This design comes from an exercise in tuning for small area on the open sky130 flow, not from production work.
Function was checked by simulation only, so behaviour that the tests miss may differ from the original.
No activity file was given, so power comes from the tool's default toggle rates.

**flow/design.v**
```verilog
module decode_hazard_stage #(
    parameter int DATA_W    = 32,
    parameter int REG_COUNT = 32,
    parameter int NPC_W     = 32,
    localparam int REG_AW   = $clog2(REG_COUNT)
) (
    input  logic              clk,
    input  logic              rst,
    input  logic              wb_reg_write,
    input  logic [REG_AW-1:0] wb_write_reg_location,
    input  logic [DATA_W-1:0] mem_wb_write_data,
    input  logic [31:0]       if_id_instr,
    input  logic [NPC_W-1:0]  if_id_npc,
    input  logic              flush,
    output logic              hazard_stall,
    output logic [1:0]        id_ex_wb,
    output logic [2:0]        id_ex_mem,
    output logic [3:0]        id_ex_execute,
    output logic [NPC_W-1:0]  id_ex_npc,
    output logic [DATA_W-1:0] id_ex_readdat1,
    output logic [DATA_W-1:0] id_ex_readdat2,
    output logic [DATA_W-1:0] id_ex_sign_ext,
    output logic [4:0]        id_ex_instr_bits_2521,
    output logic [4:0]        id_ex_instr_bits_2016,
    output logic [4:0]        id_ex_instr_bits_1511
);
    localparam logic [5:0] OP_RTYPE = 6'b000000;
    localparam logic [5:0] OP_LW    = 6'b100011;
    localparam logic [5:0] OP_SW    = 6'b101011;
    localparam logic [5:0] OP_BEQ   = 6'b000100;
    localparam logic [5:0] OP_ADDI  = 6'b001000;
    typedef struct packed {
        logic [1:0] wb;
        logic [2:0] mem;
        logic [3:0] ex;
    } ctrl_t;
    logic [DATA_W-1:0] regs [REG_COUNT];
    logic [5:0]        opcode;
    logic [4:0]        f_rs, f_rt, f_rd;
    logic [REG_AW-1:0] ra1, ra2;
    logic              wr_valid;
    logic [DATA_W-1:0] rd1, rd2;
    ctrl_t             ctrl;
    logic              uses_rt;
    assign opcode = if_id_instr[31:26];
    assign f_rs   = if_id_instr[25:21];
    assign f_rt   = if_id_instr[20:16];
    assign f_rd   = if_id_instr[15:11];
    assign ra1    = f_rs[REG_AW-1:0];
    assign ra2    = f_rt[REG_AW-1:0];
    assign wr_valid = wb_reg_write && (wb_write_reg_location != '0);
    always_comb begin
        rd1 = '0;
        rd2 = '0;
        if (ra1 != '0) begin
            if (wr_valid && wb_write_reg_location == ra1) rd1 = mem_wb_write_data;
            else if (ra1 < REG_COUNT)               rd1 = regs[ra1];
        end
        if (ra2 != '0) begin
            if (wr_valid && wb_write_reg_location == ra2) rd2 = mem_wb_write_data;
            else if (ra2 < REG_COUNT)               rd2 = regs[ra2];
        end
    end
    always_comb begin
        ctrl = '0;
        unique case (opcode)
            OP_RTYPE: ctrl = {2'b10, 3'b000, 4'b1100};
            OP_LW:    ctrl = {2'b11, 3'b010, 4'b0001};
            OP_SW:    ctrl = {2'b00, 3'b001, 4'b0001};
            OP_BEQ:   ctrl = {2'b00, 3'b100, 4'b0010};
            OP_ADDI:  ctrl = {2'b10, 3'b000, 4'b0001};
            default:  ctrl = '0;
        endcase
    end
    assign uses_rt = (opcode == OP_RTYPE) || (opcode == OP_SW) || (opcode == OP_BEQ);
    assign hazard_stall = !rst && !flush && id_ex_mem[1] &&
                          (id_ex_instr_bits_2016 != 5'd0) &&
                          ((id_ex_instr_bits_2016 == f_rs) ||
                           ((id_ex_instr_bits_2016 == f_rt) && uses_rt));
    always_ff @(posedge clk) begin
        if (rst) begin
            for (int i = 0; i < REG_COUNT; i++) regs[i] <= '0;
        end else if (wr_valid && wb_write_reg_location < REG_COUNT) begin
            regs[wb_write_reg_location] <= mem_wb_write_data;
        end
    end
    always_ff @(posedge clk) begin
        if (rst) begin
            id_ex_wb              <= '0;
            id_ex_mem             <= '0;
            id_ex_execute         <= '0;
            id_ex_npc             <= '0;
            id_ex_readdat1        <= '0;
            id_ex_readdat2        <= '0;
            id_ex_sign_ext        <= '0;
            id_ex_instr_bits_2521 <= '0;
            id_ex_instr_bits_2016 <= '0;
            id_ex_instr_bits_1511 <= '0;
        end else begin
            if (flush || hazard_stall) begin
                id_ex_wb      <= '0;
                id_ex_mem     <= '0;
                id_ex_execute <= '0;
            end else begin
                id_ex_wb      <= ctrl.wb;
                id_ex_mem     <= ctrl.mem;
                id_ex_execute <= ctrl.ex;
            end
            id_ex_npc             <= if_id_npc;
            id_ex_readdat1        <= rd1;
            id_ex_readdat2        <= rd2;
            id_ex_sign_ext        <= {{(DATA_W-16){if_id_instr[15]}}, if_id_instr[15:0]};
            id_ex_instr_bits_2521 <= f_rs;
            id_ex_instr_bits_2016 <= f_rt;
            id_ex_instr_bits_1511 <= f_rd;
        end
    end
endmodule
```
**flow/config.mk**
```make
export PLATFORM = sky130hd
export DESIGN_NAME = decode_hazard_stage
export DESIGN_NICKNAME = decode_hazard_stage
export VERILOG_FILES = /design/flow/design.v
export SDC_FILE = /design/flow/constraint.sdc
export NUM_CORES = 4
export LEC_CHECK = 0
export CAP_MARGIN = 20
export CORE_MARGIN = 2
export CORE_UTILIZATION = 40
export SLEW_MARGIN = 20
```
**flow/constraint.sdc**
```tcl
create_clock -name core_clock -period 5.0 [get_ports {clk}]
set_input_delay 1.0000 -clock core_clock [delete_from_list [all_inputs] [get_ports {clk}]]
set_output_delay 1.0000 -clock core_clock [all_outputs]
set_load 0.01 [all_outputs]
```
**flow/run.sh**
```bash
#!/bin/bash
# synth_recipe.tcl (not shown) runs the flow's synth.tcl, then flattens the netlist and writes it again
# the make line also repeats each setting of config.mk as NAME=value (left out here)
make -C /OpenROAD-flow-scripts/flow DESIGN_CONFIG=/design/flow/config.mk WORK_HOME=/design/flow/orfs CLKGATE_MAP_FILE= SYNTH_SCRIPT=/design/flow/synth_recipe.tcl finish
```
==> summary.txt <==
[worst paths after layout]
check	start	endpoint	slack (ns)
hold / removal	rst	id_ex_npc[31]$_SDFF_PP0_	0.58
setup reg to reg	id_ex_instr_bits_2016[0]$_SDFF_PP0_	id_ex_execute[0]$_SDFF_PP0_	2.73
setup / recovery	id_ex_instr_bits_2016[0]$_SDFF_PP0_	hazard_stall	0.51
hold reg to reg	id_ex_wb[0]$_SDFF_PP0_	id_ex_wb[0]$_SDFF_PP0_	0.83
[registers in the layout, summed over array words and instances (netlist names)]
name,count
id_ex_wb,2
id_ex_sign_ext,16
id_ex_instr_bits_2521,5
id_ex_mem,1
regs,1024
id_ex_instr_bits_2016,5
id_ex_readdat2,32
id_ex_execute,3
id_ex_npc,32
id_ex_readdat1,32
[cell type report]
class / instances / area, um^2
Timing Repair Buffer: 414 / 4120
Clock inverter: 52 / 474
Tap cell: 1917 / 2400
Clock buffer: 176 / 3550
Inverter: 1 / 3.75
Antenna cell: 9 / 22.5
Fill cell: 12500 / 78000
Multi-Input combinational cell: 2516 / 23700
Sequential cell: 1152 / 33300
[power by group through the flow]
stage                     sequential [mW]  clock [mW]  combinational, mW
final                                11.3        9.24               2.80
after global routing                 11.4        9.65               2.89
after CTS                            11.3        9.31               2.77
after detailed placement             11.5           0               2.76
after global placement               11.5           0               2.75
after floorplan                      11.4           0               1.58
[cells in the final DEF (no fill, tap or decap), types with 33 or more instances in the layout]
cell and n:
edfxtp_1 1024, and2_1 992, mux4_2 388, mux2i_1 280, clkdlybuf4s50_1 228, dfxtp_1 128, clkbuf_16 127, buf_4 122
nand2_1 99, nor3_1 71, a22oi_1 68, nor2b_1 58, nor2_1 46, o221ai_1 43, o22ai_1 42, buf_12 36
o21ai_0 33
[logic make-up (layout without fill, tap and decap cells)]
family / Yosys count / after routing / synth area share, %
flops: 1152 / 1152 / 56.9
mux: 691 / 691 / 20.2
compound gates: 389 / 389 / 5.34
other cells: 1 / 41 / 0.00640
xor+xnor: 20 / 20 / 0.299
buf+inv: 458 / 643 / 3.42
simple gates: 1384 / 1384 / 13.9
[metrics by stage]
step / setup WS [ns] / total power [mW]
6_report: 0.509 / 23.4
5_1_grt: 0.492 / 23.9
4_1_cts: 0.553 / 23.4
3_5_place_dp: 0.758 / 14.3
3_3_place_gp: 0.823 / 14.2
2_1_floorplan: 1.38 / 13.0
[per-layer routing]
layer  track usage [%]  wire, um
met3              6.35     24600
met1              38.6     83100
met4              12.0      9180
met5                 0        84
met2              43.8     98000
[worst max-delay path: cells and delay by family, from the launching register on]
family / cells / cell delay [ns]
buffers and inverters: 2 / 0.72
AOI/OAI and AO/OA: 1 / 0.22
and+or+nand+nor: 3 / 0.76
xor gates and xnor gates: 1 / 0.28
DFF: 1 / 0.74
==> qor.csv <==
metric,value,unit
utilization,46.4,%
max_cap_violations,0,
finalCritPeriodShare,89.8,%
vias,38700,
slowest_stage,dfxtp_1,
hold_depth,2,
fp.dieH,387,um
dpl_cell_area,0.0636,mm^2
clockRootBuffer,clkbuf_16,
wire_per_inst,34.5,um
grt-ovfl-total,0,
wl,215000,um
grt_max_degree,103,
syn-instance-count,4095,
pwr-share-comb,12.0,%
max_stage_delay,0.74,ns
start_util,40.2,%
stdcell_area,0.0676,mm^2
slew_headroom,25.4,%
worst-path-max-fanout,7,
pwr-share-clk,39.6,%
final_cell_count_no_fill,6237,
hold_path_class,input pin to register,
dp_hpwl,125000,um
numPortBuffers,257,
postCtsSetupBuffers,0,
clock-sinks,1152,
fmax,0.223,GHz
cellPowerDensity,346,mW/mm^2
layout_min_cycle_time,4.49,ns
grt_pass1_vias,38100,
synth_seq_area_share,56.9,%
via_per_inst,6.21,
synth.avg_cell_area,14.3,um^2
io_pins,258,
coreArea,0.146,mm^2
swShare,25.0,%
syn2layout_area_growth,15.4,%
die_area,0.149,mm^2
synth-seq-cells,1152,
r2r_cells,6,
cp.required,4.00,ns
arrival,3.49,ns
ir_drop,277,uV
synth-edff-count,1024,
fin_setup_tns,0,ns
syn_area,0.0586,mm^2
grt_pass1_wl,299000,um
synth.largest_area_cell,edfxtp_1,
drt_first_pass_iters,7,
rsz0062_at_grt,false,
cts_resized,0,
synth_warnings,1,
crit_type,register to output pin,
ctsHtreeMaxLevel,3,
slew_viol_final,0,
clkTransAtPathRegs,0.06,ns
worst_pin_slew,1.11,ns
ant_nets,0,
die_width,387,um
rows,140,
crit_chain,"xor2_1, nor3_1, nand3_1, a21oi_1, buf_4, nor3b_1, clkdlybuf4s50_1",
status,no timing/DRC/antenna violations,
place_congestion,0.855,
leakagePower,23.9,nW
cts_made_buffers,121,
cts_hold_buf,0,
synthTopCellsByCount,"edfxtp_1 (1024), and2_1 (995), mux4_2 (388)",
synth_area_leaders,"edfxtp_1 (53%), mux4_2 (15%), and2_1 (11%)",
drc,0,
tritoncts,built,
synth_top_area_share,52.5,%
setup_viol,0,
intPower,17.5,mW
finClkSkew,0.0224,ns
numPlacedInstances,5999,
cp-end-kind,output pin,
seq_power_share,48.5,%
insertion_delay,0.77,ns
p_switching,5.85,mW
antenna_found_initial,23,
clock_path_buffers,3,
drt_iter0_drc,5576,
synthDistinctLibCells,52,
synthArstFlopShare,0,%
finalHoldViolations,0,
yosysMostFrequentCell,edfxtp_1,
grt_use_total,28.3,%
nets,4311,
layout-drive-gt1-share,20.8,%
critPathLaunchType,register,
synth_ff_type,edfxtp_1,
whs,0.582,ns

-- separate check: timing with driven ports --
No port has a modelled driver above. Below, the same layout with a new extraction and two added sets of constraints.
Step 1 assumes that a clkbuf_16 drives the clock port and a buf_2 every other input.
Step 2 adds t to the input delays and takes it off the output delays; t is the mean of the earliest and latest rising clock arrival at the registers after step 1. Input paths then give back, and output paths get back, about the clock's delay inside the block.
Slacks: ideal / step 1 / step 2; pairs: ideal / step 1.
t (ns): 0.832
slack for setup (ns): 0.509 / 0.433 / 0.661
hold WS [ns]: 0.582 / 0.540 / 0.833
After both steps this run still meets setup and hold. The setup slack of this run moves by -0.076 ns with the drivers and by +0.152 ns with both steps.
